Source: an optimization exercise on an open RTL-to-GDS flow (aim: small area, a short achievable clock period and few clock cycles per item). Production flows keep margins and buffers that such runs may drop. The RTL was checked by simulation tests, not by an equivalence proof against the original design. Power and IR drop assume default switching activity.

## run A
## bicubic_resampler
module bicubic_resampler #(
    parameter int LEN_W = bicubic_pkg::LEN_W
) (
    input  wire logic              CLK,
    input  wire logic              RST,
    input  wire logic              start_i,
    input  wire logic [LEN_W-1:0]  src_len_i,
    input  wire logic [LEN_W-1:0]  dst_len_i,
    input  wire logic              src_valid_i,
    input  wire bicubic_pkg::pix_t src_pix_i,
    output logic                   src_ready_o,
    output logic                   out_valid_o,
    output bicubic_pkg::pix_t      out_pix_o,
    input  wire logic              out_ready_i,
    output logic                   done_o
);
Size in the first run: roughly 2700 cells after synthesis, ~38 I/O pins, about 28000 um2 of cells after synthesis.
Settings: LEC_CHECK=0, ABC_CLOCK_PERIOD_IN_PS=4000, CAP_MARGIN=20, CORE_MARGIN=2, CORE_UTILIZATION=55, SETUP_SLACK_MARGIN=5, SLEW_MARGIN=20, SYNTH_HIERARCHICAL=1; clock period 10.0 ns.
standard.sh (not shown) runs the stock make flow with config.mk's settings and CLKGATE_MAP_FILE= SYNTH_SCRIPT=/design/flow/synth_recipe.tcl, a recipe that flattens the netlist after the stock synthesis.
==> flow/flow/run.sh <==
#!/bin/bash
set -euo pipefail
sed 's/ SETUP_SLACK_MARGIN=[0-9.]* / SETUP_SLACK_MARGIN=6.8 /' standard.sh > standard_margin.sh
grep -q 'SETUP_SLACK_MARGIN=6.8' standard_margin.sh
bash standard_margin.sh > standard.log 2>&1
Per the final summary, run A finished and its layout is clean on timing, DRC and antenna.
Testbench counts of run A, summed over its fixed seeds: cycles 18,916, items 16,987.
> inputs changed (run A -> run B)
Settings: CORE_UTILIZATION: 55 -> 65.
==> flow/flow/run.sh <==
#!/bin/bash
set -euo pipefail
sed 's/ SETUP_SLACK_MARGIN=[0-9.]* / SETUP_SLACK_MARGIN=6.6 /' standard.sh > standard_margin.sh
grep -q 'SETUP_SLACK_MARGIN=6.6' standard_margin.sh
bash standard_margin.sh > standard.log 2>&1
Findings:
- Relative to run A, the synthesis-to-finish area growth of run B is lower by 4.6 points.
- Floorplan die area (higher): run A
- Run A has a lower met3 layer wire length in the routed design than run B.
- Fraction of power consumed by combinational cells came out lower on run B than on run A.
- Compared to run A, run B has count of clock-net buffers in the final layout about 20% lower.
- Run B vs. run A: overall power of the completed layout now sits lower; fraction of the cycle the final worst path needs flat.
Input-level comparison between run C and run B:
Settings: CTS_BUF_LIST now sky130_fd_sc_hd__clkbuf_8, previously not set; CORE_UTILIZATION now 55, was 65.
### Flow results
- Against run B as the reference, run C delivers a higher arrival time at the worst endpoint.
- Compared with run B, in run C met1 layer usage reported by global route went down by 4.4 points; total die area has increased; total power now sits higher; worst-margin pin slew +0.056 ns.
- Run B → run C: leakage power total grew by 2.2%; sequential share of layout area shrank by 0.40 points.
Here is what was changed in the inputs of run D compared with run C.
Settings: CTS_BUF_LIST no longer set, was sky130_fd_sc_hd__clkbuf_8; CORE_UTILIZATION now 40, was 55.
## What came out
Delta (run D minus run C): via count held, maximum vdd ir drop moved down. Summary of run D over run C: fraction of met1 tracks used by global routing shrank by 8.8 points, power share of the combinational group lost 0.5 points. Setup slack | run D below run C. Delta(starting utilization of the core area, run D - run C) < 0. The origin of the worst setup path comes out start_i in one run and dst_len_i[1] in the other, namely in run D and run C respectively. Diff run C -> run D: number of clock buffers in the layout dropped 34%, arrival time reported for the critical path endpoint went down by 0.02 ns, global-route wire length before repair was more or less identical, die area rose by 19000 um2, power decreased by 140 uW relative to the old numbers.
What run E does differently from run D at the input level:
Settings: changing CORE_UTILIZATION from 40 to 55.
### Flow results
The routed wire length of run E and that of run D are within noise of each other. Run E has pre-CTS worst setup slack above what run D had. Going from run D to run E, the shortest clock period the worst path allows after layout was found to have gone down by 0.057 ns. Count of plain and timing-repair buffers in the layout (run E vs. run D) increases by more than 10%. The sequential cell area share was comparable across run D and run E. On design area, run D and run E are neck and neck. Run E went all the way through synthesis, placement and routing and the layout is clean on timing, DRC and antenna.

---

Another version of the RTL of bicubic_resampler (not shown whole).
Size: about 2,700 cells after synthesis, about 38 I/O pins, roughly 27,000 um^2 of cells after synthesis.
Settings: LEC_CHECK=0, ABC_CLOCK_PERIOD_IN_PS=4000, CAP_MARGIN=20, CORE_MARGIN=2, CORE_UTILIZATION=55, CTS_CLUSTER_DIAMETER=100, CTS_CLUSTER_SIZE=26, PLACE_DENSITY=0.75, SETUP_SLACK_MARGIN=5, SLEW_MARGIN=20, SYNTH_HIERARCHICAL=1; clock period 10.0 ns.
==> flow/flow/run.sh <==
#!/bin/bash
set -euo pipefail
sed 's/ SETUP_SLACK_MARGIN=[0-9.]* / SETUP_SLACK_MARGIN=6.6 /' standard.sh > standard_margin.sh
grep -q 'SETUP_SLACK_MARGIN=6.6' standard_margin.sh
bash standard_margin.sh > standard.log 2>&1
The baseline passed the timing, design-rule and antenna checks.
Testbench counts at the start, summed over its fixed seeds: cycles 18,916, items 16,987.
Change:
CTS_CLUSTER_SIZE = 30   (was 26)
=> The new run finished with timing, DRC and antenna clean; core utilization hardly moves; worst setup slack is better by 0.043 ns; non-clock buffer count is higher by 1; wire length drops by 0.64%; sequential cell count does not change; worst hold slack is better by 0.0045 ns; total power decreases by 0.44%; critical path depth does not change; first-iteration DRC count grows by 6.4%.

---

Setup of alpha:
Another version of the RTL of bicubic_resampler (not shown whole).
Size: roughly 2700 cells after synthesis.
clock: 10.0 ns
lec_check: 0
abc_clock_period_in_ps: 4000
cap_margin: 20
core_margin: 2
core_utilization: 40
setup_slack_margin: 5
slew_margin: 20
synth_hierarchical: 1
==> flow/flow/run.sh <==
#!/bin/bash
set -euo pipefail
sed 's/ SETUP_SLACK_MARGIN=[0-9.]* / SETUP_SLACK_MARGIN=6.4 /' standard.sh > standard_margin.sh
grep -q 'SETUP_SLACK_MARGIN=6.4' standard_margin.sh
bash standard_margin.sh > standard.log 2>&1
Testbench counts of alpha, summed over its fixed seeds: cycles 18,916, items 16,987.
Inputs modified between alpha and beta:
==> flow/flow/run.sh <==
#!/bin/bash
set -euo pipefail
sed 's/ SETUP_SLACK_MARGIN=[0-9.]* / SETUP_SLACK_MARGIN=7.0 /' standard.sh > standard_margin.sh
grep -q 'SETUP_SLACK_MARGIN=7.0' standard_margin.sh
bash standard_margin.sh > standard.log 2>&1
Every run in the comparison, alpha and beta, completed the flow with a clean layout. On via count, the lower figure sits with alpha, not beta. Comparing clock period minus worst slack for alpha and beta, the smaller number came from alpha. Initial cell density of the core: beta vs alpha identical. Between alpha and beta, the clock transition at the registers of the reported paths figures differ only marginally. beta against alpha: fraction of the cycle the final worst path needs moved up, number of ordinary inverters in the final layout level. Changes observed in beta relative to alpha: sequential standard cell area now larger, routed wire length now larger.

==> port drivers added, routing unchanged <==
Ports are ideal in the flow. The routed layouts listed here were re-timed in OpenROAD.
Step 1 (the two cells are an assumption about what drives the block):
set clk [get_ports {CLK}]
set_driving_cell -lib_cell sky130_fd_sc_hd__clkbuf_16 $clk
set_driving_cell -lib_cell sky130_fd_sc_hd__buf_2 [delete_from_list [all_inputs] $clk]
Step 2, shift: input delay + t, output delay - t, t = (earliest + latest rising clock arrival at the registers) / 2. This alone moves slack from input paths to output paths.
Slacks: no drivers / after step 1 / after step 2; pairs: no drivers / after step 1.
run | shift t [ns] | slack for setup (ns) | pins driven straight from the clock port
run A | 0.637 | 6.558 / 6.574 / 5.937 | 1
run B | 0.619 | 6.563 / 6.593 / 5.973 | 1
run C | 0.695 | 6.620 / 6.631 / 5.938 | 1
run D | 0.633 | 6.552 / 6.573 / 5.940 | 1
run E | 0.637 | 6.609 / 6.613 / 5.992 | 1
the first run of note 2 | 0.601 | 6.606 / 6.606 / 6.082 | 1
the second run of note 2 | 0.607 | 6.649 / 6.649 / 6.104 | 1
alpha | 0.626 | 6.201 / 6.201 / 5.739 | 1
beta | 0.633 | 6.152 / 6.152 / 5.744 | 1
After both steps every run listed still meets setup and hold. For run C, which loses most, drivers alone change the setup slack by +0.011 ns; drivers and shift together by -0.682 ns.
